What follows belongs to an exercise in optimizing a design on an open flow for small area, a short achievable clock period and few clock cycles per item; a production flow would make more cautious choices. In this exercise RTL edits were held to simulation tests only and were not proved equivalent to the original.

== run 1 ==
==> flow/design.v (excerpt) <==
module sqrTop
(
   input  logic        clk_sq,
   input  logic        reset_sq,
   input  logic        start,
   input  logic [63:0] sqIn,
   output logic [63:0] sqOut,
   output logic        doneIter
);
For scale: ~5800 cells after synthesis, roughly 130 I/O pins, ~64000 um^2 of cells after synthesis.
Settings: LEC_CHECK=0, CAP_MARGIN=20, CELL_PAD_IN_SITES_DETAIL_PLACEMENT=1, CELL_PAD_IN_SITES_GLOBAL_PLACEMENT=1, CORE_MARGIN=2, CORE_UTILIZATION=40, SLEW_MARGIN=20, SYNTH_MEMORY_MAX_BITS=16384; clock period 20.0 ns.
standard.sh (not shown) runs the stock make flow with config.mk's settings and CLKGATE_MAP_FILE= SYNTH_SCRIPT=/design/flow/synth_recipe.tcl, a recipe that flattens the netlist after the stock synthesis.
==> flow/flow/run.sh <==
#!/bin/bash
# Layout flow: the standard ORFS flow (standard.sh), with two changes.
#  1. Synthesis runs the standard flow's own script, except that Yosys's synth skips its
#     early abc pass (-noabc), so extract_fa sees the adders as the RTL
#     writes them.  Registers are unchanged (same names, count and cells).
#  2. The synthesized netlist goes through flow/polarity.py, which removes
#     the inverters left between full adders (flipping self-dual adders and
#     swapping gates for their complements); then the standard flow goes on
#     from floorplan, with repair_timing aiming for extra setup slack.
set -euo pipefail
R=$PWD/orfs/results/$FLOW_PLATFORM/sqrTop/base
sed 's/yosys synth -nofsm -noshare/yosys synth -nofsm -noshare -noabc/' synth_recipe.tcl > noabc_synth.tcl
bash standard.sh SYNTH_SCRIPT=$PWD/noabc_synth.tcl $R/1_2_yosys.v > synth.log 2>&1
cp $R/1_2_yosys.v yosys_netlist.v
python3 flow/polarity.py yosys_netlist.v polarity_netlist.v > polarity.log 2>&1
cp polarity_netlist.v $R/1_2_yosys.v
export SETUP_SLACK_MARGIN=${SETUP_MARGIN:-11}
bash standard.sh SYNTH_SCRIPT=$PWD/noabc_synth.tcl > layout.log 2>&1
Other scripts of this flow, unchanged in this note and not shown: flow/flow/libfuncs.py, flow/flow/polarity.py
Run 1: full flow OK, the timing, DRC and antenna checks passed
Testbench counts of run 1, summed over its fixed seeds: cycles 1,664, items 1,536.
### run 1 -> run 2
- swapping 40 for 55 in CORE_UTILIZATION
[summary]
Against run 1, final design area excluding fillers in run 2 fell by a few percent. Measured against run 1, the standard cell core area of run 2 comes out at 0.73 times the reference value. Run 2: worst hold slack 48 ps above run 1. Post-placement worst setup slack down 200 ps in run 2 wrt run 1. Via count came out higher on run 2 than on run 1. Run 2 vs. run 1: met2 routing resource usage after global routing went up by 19 points.
> inputs changed (run 2 -> run 3)
- CORE_UTILIZATION changed from 55 to 33
--- a/flow/flow/run.sh
+++ b/flow/flow/run.sh
@@ -17 +17 @@
-export SETUP_SLACK_MARGIN=${SETUP_MARGIN:-11}
+export SETUP_SLACK_MARGIN=${SETUP_MARGIN:-12}
Notes after the runs:
From run 2 to run 3, number of max-capacitance violations reported did not move at all. Looking at number of DRC violations after detailed-routing iteration 0, run 3 sits 39% below run 2. Critical path depth ended up 12% higher on run 3 than on run 2. Share of the cycle needed by the critical path after routing is higher on run 2. Final critical path time including I/O delays and setup: run 3 and run 2 compared, lower one is run 3. Run 3 vs run 2 — sum of net half-perimeters after detailed placement climbed by a few percent. Sequential share of layout area: run 3 vs run 2, no meaningful difference. Delta (run 3 minus run 2): post-route worst hold slack dropped 86 ps; cell area climbed 0.88%. Of run 3 and run 2, it is run 3 that has the lower total global-route track usage.
For run 4, these inputs were changed with respect to run 3:
- CORE_UTILIZATION changed from 33 to 40
--- a/flow/flow/run.sh
+++ b/flow/flow/run.sh
@@ -17 +17 @@
-export SETUP_SLACK_MARGIN=${SETUP_MARGIN:-12}
+export SETUP_SLACK_MARGIN=${SETUP_MARGIN:-13}
Notes after the runs:
- Placed wire-length estimate after detailed placement (run 4 vs. run 3) decreases slightly
- The final layout from run 4, which completed every stage, passed the timing, DRC and antenna checks at the end of the flow.
- Run 3 tops out at a higher clock frequency than run 4.
- Run 3 → run 4: worst setup slack after layout lost 180 ps, shortest period the worst path allows went up, net total in the final layout has remained practically unchanged.
- Diff run 3 -> run 4 | final core area utilization | increase of 8.6 points


sqrTop again, from the RTL that the note above started with.
Design sqrTop, start of the top module:
module sqrTop
(
   input  logic        clk_sq,
   input  logic        reset_sq,
   input  logic        start,
   input  logic [63:0] sqIn,
   output logic [63:0] sqOut,
   output logic        doneIter
);
clock: 20.0 ns
lec_check: 0
cap_margin: 20
cell_pad_in_sites_detail_placement: 1
cell_pad_in_sites_global_placement: 1
core_margin: 2
core_utilization: 33
slew_margin: 20
synth_memory_max_bits: 16384
==> flow/flow/run.sh <==
#!/bin/bash
# Layout flow: the standard ORFS flow (standard.sh), with two changes.
#  1. Synthesis runs the standard flow's own script, except that Yosys's synth skips its
#     early abc pass (-noabc), so extract_fa sees the adders as the RTL
#     writes them.  Registers are unchanged (same names, count and cells).
#  2. The synthesized netlist goes through flow/polarity.py, which removes
#     the inverters left between full adders (flipping self-dual adders and
#     swapping gates for their complements); then the standard flow goes on
#     from floorplan, with repair_timing aiming for extra setup slack.
set -euo pipefail
R=$PWD/orfs/results/$FLOW_PLATFORM/sqrTop/base
sed 's/yosys synth -nofsm -noshare/yosys synth -nofsm -noshare -noabc/' synth_recipe.tcl > noabc_synth.tcl
bash standard.sh SYNTH_SCRIPT=$PWD/noabc_synth.tcl $R/1_2_yosys.v > synth.log 2>&1
cp $R/1_2_yosys.v yosys_netlist.v
python3 flow/polarity.py yosys_netlist.v polarity_netlist.v > polarity.log 2>&1
cp polarity_netlist.v $R/1_2_yosys.v
export SETUP_SLACK_MARGIN=${SETUP_MARGIN:-15}
bash standard.sh SYNTH_SCRIPT=$PWD/noabc_synth.tcl > layout.log 2>&1
Other scripts of this flow, unchanged in this note and not shown: flow/flow/libfuncs.py, flow/flow/polarity.py
Testbench counts at the start, summed over its fixed seeds: cycles 1,664, items 1,536.
Rerun with:
--- a/flow/flow/run.sh
+++ b/flow/flow/run.sh
@@ -17 +17 @@
-export SETUP_SLACK_MARGIN=${SETUP_MARGIN:-15}
+export SETUP_SLACK_MARGIN=${SETUP_MARGIN:-13}
Settings changed: CORE_UTILIZATION 33 to 25.
Effect: The new run completed without violations. Count of clock-buffer cells in the layout drops by 1. Die area climbs by 32%. Hold slack improved by 0.013 ns. First-iteration DRC count climbs by 6.4%. Synthesized area is unchanged. Flip-flop and latch count does not change. Routed wire length drops by about 0.9%. Cell count climbs by 6.1%. Non-clock buffer count drops by 285. Maximum frequency stays flat.

what the ideal ports hide:
No port has a modelled driver above. Below, the same layouts with a new extraction and two added sets of constraints.
Step 1 assumes that a clkbuf_16 drives the clock port and a buf_2 every other input.
Step 2 also shifts input and output timing later by t, the mid clock arrival at the registers, as if the neighbouring blocks saw the same clock.
Three values: ideal, step 1, step 2; two values: the first two.
run | t (ns) | setup slack, ns | latest minus earliest clock arrival (ns)
run 1 | 0.518 | 10.013 / 10.013 / 10.013 | 0.047 / 0.048
run 2 | 0.518 | 9.346 / 9.346 / 9.346 | 0.039 / 0.039
run 3 | 0.503 | 10.095 / 10.095 / 10.095 | 0.022 / 0.022
run 4 | 0.494 | 9.917 / 9.917 / 9.917 | 0.017 / 0.016
the first run of note 2 | 0.499 | 10.092 / 10.092 / 10.092 | 0.027 / 0.028
the second run of note 2 | 0.502 | 10.072 / 10.072 / 10.072 | 0.034 / 0.033
After both steps every run listed still meets setup and hold.
